What follows belongs to an exercise in optimizing a design on an open flow for a short achievable clock period and few clock cycles; a production flow would make more cautious choices.
Where RTL was checked, it was by simulation tests only, not by an equivalence proof against the original.
For run 1, only the layout was checked, not whether the RTL still works.
No activity file was given, so power comes from the tool's default toggle rates.

==> flow/design.v <==
package dcache_pkg;
	typedef union packed {
		logic [32-1:0] word;  
		struct packed {
			logic [26-1:0]   tag;
			logic [3-1:0] index;  
			logic                   word_off;  
			logic [1:0]             byte_off;  
		} fields;
	} dc_addr_t;
endpackage
module dcache_top (
	input  logic                  CLK,
	input  logic                  nRST,
	input  dcache_pkg::dc_addr_t  dmem_addr,
	input  logic                  dmem_ren,
	input  logic                  dmem_wen,
	input  logic [32-1:0] dmem_store,
	input  logic                  halt,
	output logic                  dhit,
	output logic [32-1:0] dmem_load,
	output logic                  flushed,
	output logic                  mem_ren,
	output logic                  mem_wen,
	output logic [32-1:0] mem_addr,
	output logic [32-1:0] mem_store,
	input  logic [32-1:0] mem_load,
	input  logic                  mem_wait
);
	localparam int TW = 26;
	localparam int WW = 32;
	localparam int IW = 3;
	localparam int NS = 8;
	localparam int NF = 2 * NS;      
	localparam int BW = TW + IW;     
	localparam int NB = 4;  
	localparam int PW = $clog2(NB);
	typedef enum logic [3:0] {
		st_idle,    
		st_check,   
		st_rdq,     
		st_rdwait,  
		st_rddone,  
		st_scan,    
		st_drain,   
		st_hitw,    
		st_done
	} state_t;
	logic [NF-1:0][TW-1:0]      tag_q;
	logic [NF-1:0]              valid_q;
	logic [NF-1:0][1:0]         wv_q;    
	logic [NF-1:0][1:0]         wd_q;    
	logic [NF-1:0][1:0][WW-1:0] data_q;
	logic [NS-1:0]              repl_q;  
	logic [NB-1:0]              wbv_q;
	logic [NB-1:0][BW-1:0]      wba_q;
	logic [NB-1:0][1:0]         wbm_q;  
	logic [NB-1:0][1:0][WW-1:0] wbd_q;
	logic [PW-1:0]              wb_head, wb_tail;
	logic          busy_q, mwe_q;
	logic [WW-1:0] maddr_q, mstore_q;
	state_t        state;
	logic [WW-1:0] hit_count;
	logic [3:0]    fp_q;  
	logic          head_v;
	logic [1:0]    head_m;
	logic [BW-1:0] head_a;
	logic [WW-1:0] head_d;
	logic          hw_word;  
	logic [NB-1:0] at_head, at_tail;
	always_comb begin
		head_v = 1'b0;
		head_m = '0;
		head_a = '0;
		for (int e = 0; e < NB; e++) begin
			at_head[e] = (wb_head == PW'(e));
			at_tail[e] = (wb_tail == PW'(e));
			if (at_head[e]) begin
				head_v = wbv_q[e];
				head_m = wbm_q[e];
				head_a = wba_q[e];
			end
		end
		hw_word = !head_m[0];
		head_d  = '0;
		for (int e = 0; e < NB; e++)
			head_d = head_d | ({WW{at_head[e]}} & wbd_q[e][hw_word]);
	end
	logic [TW-1:0] a_tag;
	logic [IW-1:0] a_set;
	logic          a_wo;
	assign a_tag = dmem_addr.fields.tag;
	assign a_set = dmem_addr.fields.index;
	assign a_wo  = dmem_addr.fields.word_off;
	logic [NS-1:0]      a_dec;
	logic [NF-1:0]      eq, hf_n, vf_n;
	logic [1:0]         m_n, wvs_n, vs_n, vmask_n;
	logic [1:0][WW-1:0] dsel_n;
	logic               rp_n, v_n;
	logic [NB-1:0]      fsel_n;
	logic [WW-1:0]      fdat_n;
	logic               infl_n, start_write;
	always_comb begin
		for (int s = 0; s < NS; s++)
			a_dec[s] = (a_set == IW'(s));
		m_n    = '0;
		wvs_n  = '0;
		vs_n   = '0;
		dsel_n = '0;
		rp_n   = 1'b0;
		for (int f = 0; f < NF; f++) begin
			eq[f]   = valid_q[f] && (tag_q[f] == a_tag);
			hf_n[f] = eq[f] && a_dec[f/2];
			m_n[f%2]    = m_n[f%2] | hf_n[f];
			wvs_n[f%2]  = wvs_n[f%2] | (a_dec[f/2] & wv_q[f][a_wo]);
			vs_n[f%2]   = vs_n[f%2] | (a_dec[f/2] & valid_q[f]);
			dsel_n[f%2] = dsel_n[f%2] | ({WW{a_dec[f/2]}} & data_q[f][a_wo]);
		end
		for (int s = 0; s < NS; s++)
			rp_n = rp_n | (a_dec[s] & repl_q[s]);
		v_n = !vs_n[0] ? 1'b0 : !vs_n[1] ? 1'b1 : rp_n;
		vmask_n = '0;
		for (int f = 0; f < NF; f++) begin
			vf_n[f] = a_dec[f/2] && ((f%2) == int'(v_n));
			vmask_n = vmask_n | ({2{vf_n[f]}} & wd_q[f]);
		end
		fdat_n = '0;
		for (int e = 0; e < NB; e++) begin
			fsel_n[e] = wbv_q[e] && wbm_q[e][a_wo] && (wba_q[e] == {a_tag, a_set});
			fdat_n    = fdat_n | ({WW{fsel_n[e]}} & wbd_q[e][a_wo]);
		end
		infl_n = (busy_q && mwe_q && mem_wait
		          && maddr_q[WW-1:2] == {a_tag, a_set, a_wo})
		         || (start_write && |(fsel_n & at_head) && hw_word == a_wo);
	end
	logic               re_q, we_q, wo_q;
	logic [IW-1:0]      set_q;
	logic [TW-1:0]      rtag_q;
	logic [WW-1:0]      st_q;
	logic [1:0]         m_q, wvs_q, vmask_q;
	logic [NF-1:0]      hf_q, vf_q;
	logic [1:0][WW-1:0] dsel_q;
	logic [NB-1:0]      fsel_q;
	logic [WW-1:0]      fdat_q;
	logic               infl_q, v_q;
	always_ff @(posedge CLK) begin
		re_q    <= dmem_ren;
		we_q    <= dmem_wen;
		wo_q    <= a_wo;
		set_q   <= a_set;
		rtag_q  <= a_tag;
		st_q    <= dmem_store;
		m_q     <= m_n;
		wvs_q   <= wvs_n;
		hf_q    <= hf_n;
		vf_q    <= vf_n;
		v_q     <= v_n;
		vmask_q <= vmask_n;
		dsel_q  <= dsel_n;
		fsel_q  <= fsel_n;
		fdat_q  <= fdat_n;
		infl_q  <= infl_n;
	end
	logic chk, hit, wvalid, fwd, vdirty, wb_full, can_alloc, ok;
	logic alloc, wr_ok, rd_cache, rd_fwd, rd_mem, start_read, rd_done;
	logic [NF-1:0] wf;  
	assign chk       = (state == st_check);
	assign hit       = |m_q;
	assign wvalid    = |(m_q & wvs_q);
	always_comb begin
		fwd = 1'b0;
		for (int e = 0; e < NB; e++)
			fwd = fwd | (fsel_q[e] & wbm_q[e][wo_q]);
	end
	assign vdirty    = |vmask_q;
	assign wb_full   = |(wbv_q & at_tail);
	assign can_alloc = !vdirty || !wb_full;
	assign ok        = hit || can_alloc;
	assign alloc     = chk && !hit && can_alloc && !(we_q && infl_q);
	assign wf        = hit ? hf_q : vf_q;
	assign wr_ok      = chk && we_q && ok && !infl_q;
	assign rd_cache   = chk && re_q && wvalid;
	assign rd_fwd     = chk && re_q && !wvalid && fwd && ok;
	assign rd_mem     = chk && re_q && !wvalid && !fwd && ok;
	assign start_read = ((rd_mem && can_alloc) || state == st_rdq) && !busy_q;
	assign rd_done    = (state == st_rdwait) && busy_q && !mem_wait;
	logic [NF-1:0] rdf_q;  
	logic          rddone_q;
	logic [WW-1:0] load_q;
	logic          s0, s1, sf;
	assign s0 = !rddone_q && m_q[0] && wvs_q[0];
	assign s1 = !rddone_q && m_q[1] && wvs_q[1];
	assign sf = !rddone_q && !(m_q[0] && wvs_q[0]) && !(m_q[1] && wvs_q[1]);
	assign dhit      = wr_ok || rd_cache || rd_fwd || rddone_q;
	assign dmem_load = ({WW{rddone_q}} & load_q) | ({WW{s0}} & dsel_q[0])
	                 | ({WW{s1}} & dsel_q[1]) | ({WW{sf}} & fdat_q);
	assign flushed   = (state == st_done);
	logic rd_slot, start_hitw, head_empty, wr_block;
	assign rd_slot     = (chk && re_q && can_alloc) || state == st_rdq;
	assign head_empty  = head_v && !(|head_m);
	assign wr_block    = chk && we_q && ok && |(fsel_q & at_head);
	assign start_write = !busy_q && !rd_slot && !wr_block && head_v && (|head_m)
	                     && state != st_rdwait && state != st_idle;
	assign start_hitw  = (state == st_drain) && !busy_q && !(|wbv_q);
	always_comb begin
		if (busy_q) begin
			mem_ren   = !mwe_q;
			mem_wen   = mwe_q;
			mem_addr  = maddr_q;
			mem_store = mstore_q;
		end else begin
			mem_ren   = start_read;
			mem_wen   = start_write || start_hitw;
			if (rd_slot)
				mem_addr = {rtag_q, set_q, wo_q, 2'b00};
			else if (start_hitw)
				mem_addr = 32'h3100;
			else
				mem_addr = {head_a, hw_word, 2'b00};
			mem_store = start_hitw ? hit_count : head_d;
		end
	end
	logic          scan, fpush, fadv;
	logic [1:0]    fmask;
	logic [NF-1:0] fp_dec;
	always_comb begin
		fmask = '0;
		for (int f = 0; f < NF; f++) begin
			fp_dec[f] = (fp_q == 4'(f));
			fmask     = fmask | ({2{fp_dec[f]}} & wd_q[f]);
		end
	end
	assign scan  = (state == st_scan);
	assign fpush = scan && (|fmask) && !wb_full;
	assign fadv  = scan && (!(|fmask) || !wb_full);
	logic               push;
	logic [NF-1:0]      pf;  
	logic [BW-1:0]      push_a;
	logic [1:0]         push_m;
	logic [1:0][WW-1:0] push_d;
	assign push   = (alloc && vdirty) || fpush;
	assign pf     = scan ? fp_dec : vf_q;
	assign push_m = scan ? fmask : vmask_q;
	always_comb begin
		push_a = '0;
		push_d = '0;
		for (int f = 0; f < NF; f++) begin
			push_a = push_a | ({BW{pf[f]}} & {tag_q[f], IW'(f/2)});
			push_d = push_d | ({2*WW{pf[f]}} & data_q[f]);
		end
	end
	logic [NS-1:0] set_dec;
	always_comb
		for (int s = 0; s < NS; s++)
			set_dec[s] = (set_q == IW'(s));
	always_ff @(posedge CLK, negedge nRST) begin
		if (!nRST) begin
			valid_q   <= '0;
			wv_q      <= '0;
			wd_q      <= '0;
			repl_q    <= '0;
			wbv_q     <= '0;
			wbm_q     <= '0;
			wb_head   <= '0;
			wb_tail   <= '0;
			busy_q    <= 1'b0;
			mwe_q     <= 1'b0;
			state     <= st_idle;
			rddone_q  <= 1'b0;
			hit_count <= '0;
			fp_q      <= '0;
		end else begin
			for (int f = 0; f < NF; f++) begin
				if (alloc && vf_q[f]) begin
					valid_q[f] <= 1'b1;
					wv_q[f]    <= 2'b00;
					wd_q[f]    <= 2'b00;
				end
				for (int o = 0; o < 2; o++) begin
					if (wf[f] && wo_q == 1'(o)) begin
						if (wr_ok) begin
							wv_q[f][o] <= 1'b1;
							wd_q[f][o] <= 1'b1;
						end
						if (rd_fwd)
							wv_q[f][o] <= 1'b1;  
					end
					if (rd_done && rdf_q[f] && wo_q == 1'(o))
						wv_q[f][o] <= 1'b1;
				end
			end
			for (int s = 0; s < NS; s++)
				if (alloc && set_dec[s])
					repl_q[s] <= !v_q;
			for (int e = 0; e < NB; e++) begin
				if (at_head[e]) begin
					if (start_write) begin
						wbm_q[e][hw_word] <= 1'b0;
						if (!head_m[!hw_word])
							wbv_q[e] <= 1'b0;
					end else if (head_empty) begin
						wbv_q[e] <= 1'b0;
					end
				end
				if (wr_ok && fsel_q[e])
					wbm_q[e][wo_q] <= 1'b0;
				if (push && at_tail[e]) begin
					wbv_q[e] <= 1'b1;
					wbm_q[e] <= push_m;
				end
			end
			if ((start_write && !head_m[!hw_word]) || (!start_write && head_empty))
				wb_head <= wb_head + 1'b1;
			if (push)
				wb_tail <= wb_tail + 1'b1;
			if (busy_q) begin
				if (!mem_wait)
					busy_q <= 1'b0;
			end else if (start_read || start_write || start_hitw) begin
				busy_q <= 1'b1;
				mwe_q  <= !start_read;
			end
			if (chk && hit && (dhit || rd_mem))
				hit_count <= hit_count + 1'b1;
			rddone_q <= rd_done;
			case (state)
				st_idle: begin
					if (dmem_ren || dmem_wen)
						state <= st_check;
					else if (halt)
						state <= st_scan;
				end
				st_check: begin
					if (dhit)
						state <= st_idle;
					else if (rd_mem)
						state <= start_read ? st_rdwait : st_rdq;
				end
				st_rdq:    if (start_read) state <= st_rdwait;
				st_rdwait: if (rd_done) state <= st_rddone;
				st_rddone: state <= st_idle;
				st_scan: begin
					if (fadv) begin
						fp_q <= fp_q + 1'b1;
						if (&fp_q) state <= st_drain;
					end
				end
				st_drain: if (start_hitw) state <= st_hitw;
				st_hitw:  if (busy_q && !mem_wait) state <= st_done;
				st_done:  state <= st_done;
				default:  state <= st_idle;
			endcase
		end
	end
	logic [WW-1:0] wdata;
	assign wdata = (state == st_rdwait) ? mem_load : we_q ? st_q : fdat_q;
	always_ff @(posedge CLK) begin
		if (!busy_q) begin
			maddr_q  <= mem_addr;
			mstore_q <= mem_store;
		end
		if (rd_mem)
			rdf_q <= wf;
		if (rd_done)
			load_q <= mem_load;
		for (int f = 0; f < NF; f++) begin
			if (alloc && vf_q[f])
				tag_q[f] <= rtag_q;
			for (int o = 0; o < 2; o++)
				if (((wr_ok || rd_fwd) && wf[f] && wo_q == 1'(o))
				    || (rd_done && rdf_q[f] && wo_q == 1'(o)))
					data_q[f][o] <= wdata;
		end
		for (int e = 0; e < NB; e++)
			if (push && at_tail[e]) begin
				wba_q[e] <= push_a;
				wbd_q[e] <= push_d;
			end
	end
endmodule
==> flow/run.sh <==
#!/bin/bash
# synth_recipe.tcl (not shown) runs the flow's synth.tcl, then flattens the netlist and writes it again
# the make line also repeats each setting of config.mk as NAME=value (left out here)
make -C /OpenROAD-flow-scripts/flow DESIGN_CONFIG=/design/flow/config.mk WORK_HOME=/design/flow/orfs CLKGATE_MAP_FILE= SYNTH_SCRIPT=/design/flow/synth_recipe.tcl finish
==> flow/config.mk <==
export PLATFORM = sky130hd
export DESIGN_NAME = dcache_top
export DESIGN_NICKNAME = dcache_top
export VERILOG_FILES = /design/flow/design.v
export SDC_FILE = /design/flow/constraint.sdc
export NUM_CORES = 4
export LEC_CHECK = 0
export ABC_CLOCK_PERIOD_IN_PS = 2500
export CAP_MARGIN = 20
export CORE_MARGIN = 2
export CORE_UTILIZATION = 30
export SETUP_SLACK_MARGIN = 5.0
export SLEW_MARGIN = 20
export TNS_END_PERCENT = 100
==> flow/constraint.sdc <==
create_clock -name core_clock -period 9.0 [get_ports {CLK}]
set_input_delay 1.8000 -clock core_clock [delete_from_list [all_inputs] [get_ports {CLK}]]
set_output_delay 1.8000 -clock core_clock [all_outputs]
set_load 0.01 [all_outputs]
==> results.toml, run 1 <==
[route]
wl_per_cell_um = 36.0
postRouteAntennaNets = 0
vias_per_cell = 6.22
via_count = 73600
wirelength_um = 427000
drt_first_pass_iters = 9
drt_iter0_markers = 13000
drc = 0

[timing]
tightest_slew_ns = 1.22
min_period_ns = 5.62
fin_setup_tns_ns = 0
rsz0062_at_grt = "yes"
slew_violations = 0
setup_ws_ns = 3.38
post-route-period-util_pct = 62.5
max-slew-margin-rel_pct = 18.8
finClkSkew_ns = 0.0816
hold_viol_final = 0
setup-violations-final = 0
max_clock_freq_mhz = 178
hold_slack_ns = 0.431

[worst_setup_path]
rr_worst_depth = 8
crit_required_ns = 7.20
r2r_end = "wbd_q[29]"
cp-start-kind = "flip-flop"
path_class = "reg2out"
cp-end-kind = "output port"
regToRegSetupSlack_ns = 4.95
startpoint = "wb_head[0]"
reg2reg_from = "state[3]"
cp.arrival_ns = 3.82
crit_fanout = 8

[power_and_ir_drop]
power_density_nw_per_um2 = 296
cellLeakagePower_nw = 40.4
ir_drop_v = 0.000174

[synth]
synth-compound-area-share_pct = 14.4
synth_edf_count = 1924
synth_xor_area_share_pct = 5.30
synth_top_family_by_area = "compound AO/OA/AOI/OAI gates"
yosys-mux-area-fraction_pct = 5.97
ys.flop_type = "edfxtp_1"
ys_seq_area_share_pct = 66.2
synth_nets = 7060
avgSynthCellArea_um2 = 14.2
syn_area_um2 = 99000
ys_ff_latch = 2275
synth_cells = 6945
synth_cell_type_count = 81
yosys_warnings = 1
synth_adder_area_share_pct = 0.164
synthSimpleGateAreaFrac_pct = 5.46
async_flop_share_pct = 6.46

[die]
row_count = 210
io_pins = 202
core_region_area_um2 = 328000
dieHeight_um = 578
dieArea_um2 = 334000
die_w_um = 578
start_util_pct = 30.2

[cts]
clk_pin_slew_ns = 0.07
cts.sinks = 2275
clockBufferDepth = 4
numCtsBuffers = 222
cts_tree = "yes"
cts-hold-fix-buffers = 0
cts-root-buf = "clkbuf_16"
htree_levels = 4
worstSkewPairLatency_ns = 0.93

[hold_path]
min_path_cells = 0
min_path_type = "reg2reg"
min_delay_worst_endpoint = "tag_q[271]"
min_from = "rtag_q[11]"

[layout]
syn_to_final_growth_pct = 20.4
fin_util_pct = 36.4
seq_area_um2 = 65600
n_fill_cell = 30700
multi_input_area_um2 = 33600
drive_gt1_share_pct = 18.3
nets = 7414

[global_route]
overflow = 0
antenna_found_initial = 29
first_global_vias = 70000
grt_max_degree = 117
grtUsageTotal_pct = 24.4
grt_pass1_wl_um = 575000

[place]
pre_cts_ws_ns = 2.79
place_congestion = 0.980
post-dp-hpwl_um = 252000
io_buffers = 199

[run]
maxCapViolCount = 0

[status]
status = "no timing/DRC/antenna violations"
cell type report:
class	count	area share, %
antenna	19	0.0399
clock buffer	266	4.95
clock inverter	144	1.28
inverter	89	0.293
multi-input combinational	4062	28.2
sequential	2275	55.0
tap	4346	4.56
timing repair buffer	648	5.60
timing repair inverter	1	0.00630
through the flow:
| step | power, mW | cell area, µm² | std cells |
|---|---|---|---|
| after floorplan | 18.7 | 99700 | 6945 |
| after global placement | 22.8 | 107000 | 11200 |
| after detailed placement | 22.9 | 107000 | 11200 |
| after CTS | 34.1 | 117000 | 11700 |
| after global routing | 36.0 | 119000 | 11800 |
| final | 35.3 | 119000 | 11900 |
cells in the mapped netlist (147+ instances only):
cell	number	area share, %
nand4_1	194	1.2
dfxtp_1	204	4.1
mux2i_1	506	5.1
xnor2_1	342	3.0
a221oi_1	460	4.1
dfrtp_1	147	3.7
edfxtp_1	1924	58
xor2_1	257	2.3
nand2_1	355	1.3
a22o_1	468	4.1
nor2_1	150	0.57
o21ai_0	164	0.83
clkbuf_1	358	1.4
sequential cells by signal (all words and copies together), names as in the netlist, 64 cells and up:
register and cells:
tag_q 416, dsel_q 64, data_q 1024, wba_q 116, wbd_q 256
routing by layer:
layer | GRT usage, % | vias to the layer above | part of all wire (%)
li1 | - | 28700 | -
met3 | 8.37 | 1167 | 15
met1 | 31.6 | 37200 | 36
met5 | 0 | - | 0.014
met2 | 36.6 | 6528 | 43
met4 | 10.9 | 8 | 5.4
worst max path at each step:
| stage | end | slack, ns | cells after the start |
|---|---|---|---|
| floorplan | wba_q[0] | 4.19 | 8 |
| global placement | mem_store[9] | 2.78 | 10 |
| detailed placement | mem_store[22] | 2.79 | 11 |
| CTS | mem_store[11] | 3.33 | 11 |
| global route | mem_store[1] | 3.34 | 11 |
| finish | mem_store[5] | 3.38 | 12 |
worst max-delay path, cell delays in order (launching register included):
cell and delay (ns):
dfrtp_2 0.46, ha_4 0.19, buf_12 0.12, nand3b_1 0.18, a311o_2 0.49, clkbuf_16 0.22
buf_16 0.17, buf_4 0.15, mux2i_1 0.11, o221ai_1 0.22, o22ai_2 0.17, o21ai_2 0.25
buf_2 0.18
placed cells by master, fill, tap and decap left out, types with 61 or more instances in the layout:
master / count
nor2_1: 108
a221oi_1: 407
nand2_1: 333
nor3_1: 61
dfxtp_1: 201
a31oi_1: 67
a22oi_1: 141
buf_4: 305
buf_6: 99
inv_1: 64
edfxtp_1: 1924
xnor2_1: 342
xor2_1: 257
clkdlybuf4s50_1: 74
mux2i_1: 505
a22o_1: 467
nand3_1: 62
o22ai_1: 129
nand4_1: 194
dfrtp_1: 137
clkbuf_16: 233
o21ai_0: 110
nor4_1: 68
logic make-up after synthesis:
| group | Yosys count |
|---|---|
| flops | 2275 |
| compound gates | 1798 |
| simple gates | 1076 |
| buf+inv | 612 |
| xor+xnor | 599 |
| mux | 572 |
| fa+ha+maj | 13 |
power breakdown:
group	switching, mW	internal (mW)	total [mW]	leakage (nW)
Combinational	7.38	4.23	11.6	15.8
Clock	4.29	5.42	9.70	3.56
Sequential	0.717	13.2	14.0	21.1
Total	12.4	22.9	35.3	40.4
repair_timing:
action,4_1_cts,5_1_grt
gates resized for setup,668,191
pin swaps,138,89
gates cloned,23,8
endpoints found under the setup margin,1444,621
buffers inserted,121,84
==> inputs of run 2 (changes only) <==
--- a/flow/design.v
+++ b/flow/design.v
@@ -34,7 +34,7 @@
 	localparam int NF = 2 * NS;      
 	localparam int BW = TW + IW;     
 	localparam int NB = 4;  
-	localparam int PW = $clog2(NB);
+	localparam int PW = 2;
 	typedef enum logic [3:0] {
 		st_idle,    
 		st_check,   
==> run 2 against run 1 <==
Against the previous run: final cell count unchanged; combinational power about the same; power unchanged; clock skew unchanged; worst setup slack unchanged; still clean on timing, DRC and antenna; synthesized cell count unchanged; register-to-register slack about the same; fmax unchanged.
==> results.toml, run 2 <==
[global_route]
grtUsageTotal_pct = 24.4
grt_max_degree = 117
antenna_found_initial = 29
grt_pass1_wl_um = 575000
overflow = 0
first_global_vias = 70000

[layout]
final_cells = 11900
largest_reg_flops = 1024
syn_to_final_growth_pct = 20.4
max_flop_register = "data_q"
drive_gt1_share_pct = 18.3
top_regs = "data_q: 1024 flops, tag_q: 416 flops, wbd_q: 256 flops"
fin_util_pct = 36.4
final_area_um2 = 119000
nets = 7414
final_common_cell = "edfxtp_1"
layout_common_cells = "1924 x edfxtp_1, 505 x mux2i_1, 467 x a22o_1"

[cts]
cts.sinks = 2275
cts_tree = "yes"
worstSkewPairLatency_ns = 0.93
htree_levels = 4
clk_pin_slew_ns = 0.07
cts-hold-fix-buffers = 0
numCtsBuffers = 222
clockBufferDepth = 4
cts-root-buf = "clkbuf_16"

[timing]
fin_setup_tns_ns = 0
post-route-period-util_pct = 62.5
min_period_ns = 5.62
tightest_slew_ns = 1.22
setup_ws_ns = 3.38
hold_slack_ns = 0.431
setup-violations-final = 0
hold_viol_final = 0
slew_violations = 0
finClkSkew_ns = 0.0816
max-slew-margin-rel_pct = 18.8
rsz0062_at_grt = "yes"
max_clock_freq_mhz = 178

[synth]
yosysTopAreaCellShare_pct = 58.4
ys_ff_latch = 2275
avgSynthCellArea_um2 = 14.2
synth_nets = 7060
yosys_warnings = 1
synth_cells = 6945
synth.most_common_cell = "edfxtp_1"
synth_edf_count = 1924
synth_common_cells = "1924 x edfxtp_1, 506 x mux2i_1, 468 x a22o_1, 460 x a221oi_1, 358 x clkbuf_1"
synth_cell_type_count = 81
synth_area_leader_cell = "edfxtp_1"
ys_seq_area_share_pct = 66.2
ys.flop_type = "edfxtp_1"
synthTopCellsByArea = "edfxtp_1 58%, mux2i_1 5.1%, a22o_1 4.1%"
syn_area_um2 = 99000
async_flop_share_pct = 6.46

[place]
post-dp-hpwl_um = 252000
place_congestion = 0.980
place_inst = 11200
dpl_cell_area_um2 = 107000
pre_cts_ws_ns = 2.79
io_buffers = 199

[worst_setup_path]
crit_slowest_cell = "a311o_2"
cp_cell_sequence = "ha_4 > buf_12 > nand3b_1 > a311o_2 > clkbuf_16 > buf_16 > buf_4 > mux2i_1 > o221ai_1 > o22ai_2 > o21ai_2 > buf_2"
path_class = "reg2out"
crit_buf_inv = 5
crit_fanout = 8
crit_required_ns = 7.20
cp_slowest_stage_delay_ns = 0.49
cp-start-kind = "flip-flop"
cp-end-kind = "output port"
cp.arrival_ns = 3.82
crit_family = "compound AO/OA/AOI/OAI gates"

[route]
wirelength_um = 427000
drc = 0
vias_per_cell = 6.22
postRouteAntennaNets = 0
drt_iter0_markers = 13000
wl_per_cell_um = 36.0
drt_first_pass_iters = 9
via_count = 73600

[power_and_ir_drop]
cellLeakagePower_nw = 40.4
p_total_mw = 35.3
power_density_nw_per_um2 = 296
ir_drop_v = 0.000174

[die]
dieArea_um2 = 334000
core_region_area_um2 = 328000
row_count = 210
io_pins = 202
die_w_um = 578
start_util_pct = 30.2
dieHeight_um = 578

[run]
maxCapViolCount = 0

[status]
status = "no timing/DRC/antenna violations"

[hold_path]
min_path_type = "reg2reg"
run 2: kinds of logic (layout without fill, tap and decap cells):
logic type                 Yosys count  count (layout)  synth area share (%)
xor gates and xnor gates           599             599                  5.30
muxes                              572             572                  5.97
AOI/OAI and AO/OA                 1798            1801                  14.4
adders and majority gates           13              13                 0.164
other                                0              19                     0
and+or+nand+nor                   1076            1077                  5.46
DFF                               2275            2275                  66.2
buffers and inverters              612            1148                  2.48
run 2: final cells by class:
type,instances,area [µm²]
inverters,89,349
clock buffers,266,5890
well taps,4346,5440
repair buffers,648,6670
multi-input cells,4062,33600
flip-flops and latches,2275,65600
repair inverters,1,7.51
clock inverters,144,1530
diodes,19,47.5
fillers,30700,209000
run 2: final timing paths:
path / slack [ns] / cells after the start / start / to
setup / recovery: 3.38 / 12 / wb_head[0] / mem_store[5]
hold / removal: 0.43 / 0 / rtag_q[11] / tag_q[271]
setup reg to reg: 4.95 / 8 / state[3] / wbd_q[29]
hold reg to reg: 0.43 / 0 / rtag_q[11] / tag_q[271]
max in group asynchronous: 6.71 / 2 / nRST / valid_q[10]
min in group asynchronous: 0.99 / 1 / nRST / hit_count[23]
run 2: worst register-to-register path, cell delays in order, from the launching register on:
cell and delay [ns]:
dfrtp_1 0.63, nand4bb_4 0.24, buf_6 0.46, nand2_1 0.24
o21ai_4 0.10, buf_6 0.56, buf_6 0.63, a221oi_1 0.29
nand4_1 0.63
run 2: routing by layer:
metal	up-vias	share of wire (%)	track usage, %
met5	-	0.014	0
met4	8	5.4	10.9
met3	1167	15	8.37
met2	6528	43	36.6
met1	37200	36	31.6
li1	28700	-	-
run 2: power by group:
group | total (mW) | switching (mW) | leakage, nW | internal, mW
sequential | 14.0 | 0.717 | 21.1 | 13.2
combinational | 11.6 | 7.38 | 15.8 | 4.23
clock | 9.70 | 4.29 | 3.56 | 5.42
total | 35.3 | 12.4 | 40.4 | 22.9
run 2: timing repair:
item,in CTS,in global routing
endpoints found under the setup margin,1444,621
buffers inserted,121,84
cloned,23,8
resized for setup,668,191
pin swaps,138,89
Testbench counts of run 2, summed over its fixed seeds: cycles 12,045.

## what the ideal ports hide
In the flow no input, the clock included, has a driving cell. The finished layouts below were timed again as built, in two steps. Step 1: set_driving_cell puts a clkbuf_16 on CLK and a buf_2 on each other input, an assumption about the parent block. Step 2 times the ports against the registers' clock, not the clock port: input delays grow and output delays shrink by t, the midpoint of the rising clock arrivals with the driver on. Slacks: no drivers / after step 1 / after step 2; pairs: no drivers / after step 1.
run | t, ns | setup slack, ns | pins driven straight from the clock port
run 1 | 0.998 | 3.379 / 3.270 / 3.807 | 1
run 2 | 0.998 | 3.379 / 3.270 / 3.807 | 1
After both steps setup and hold are still met in every run listed.
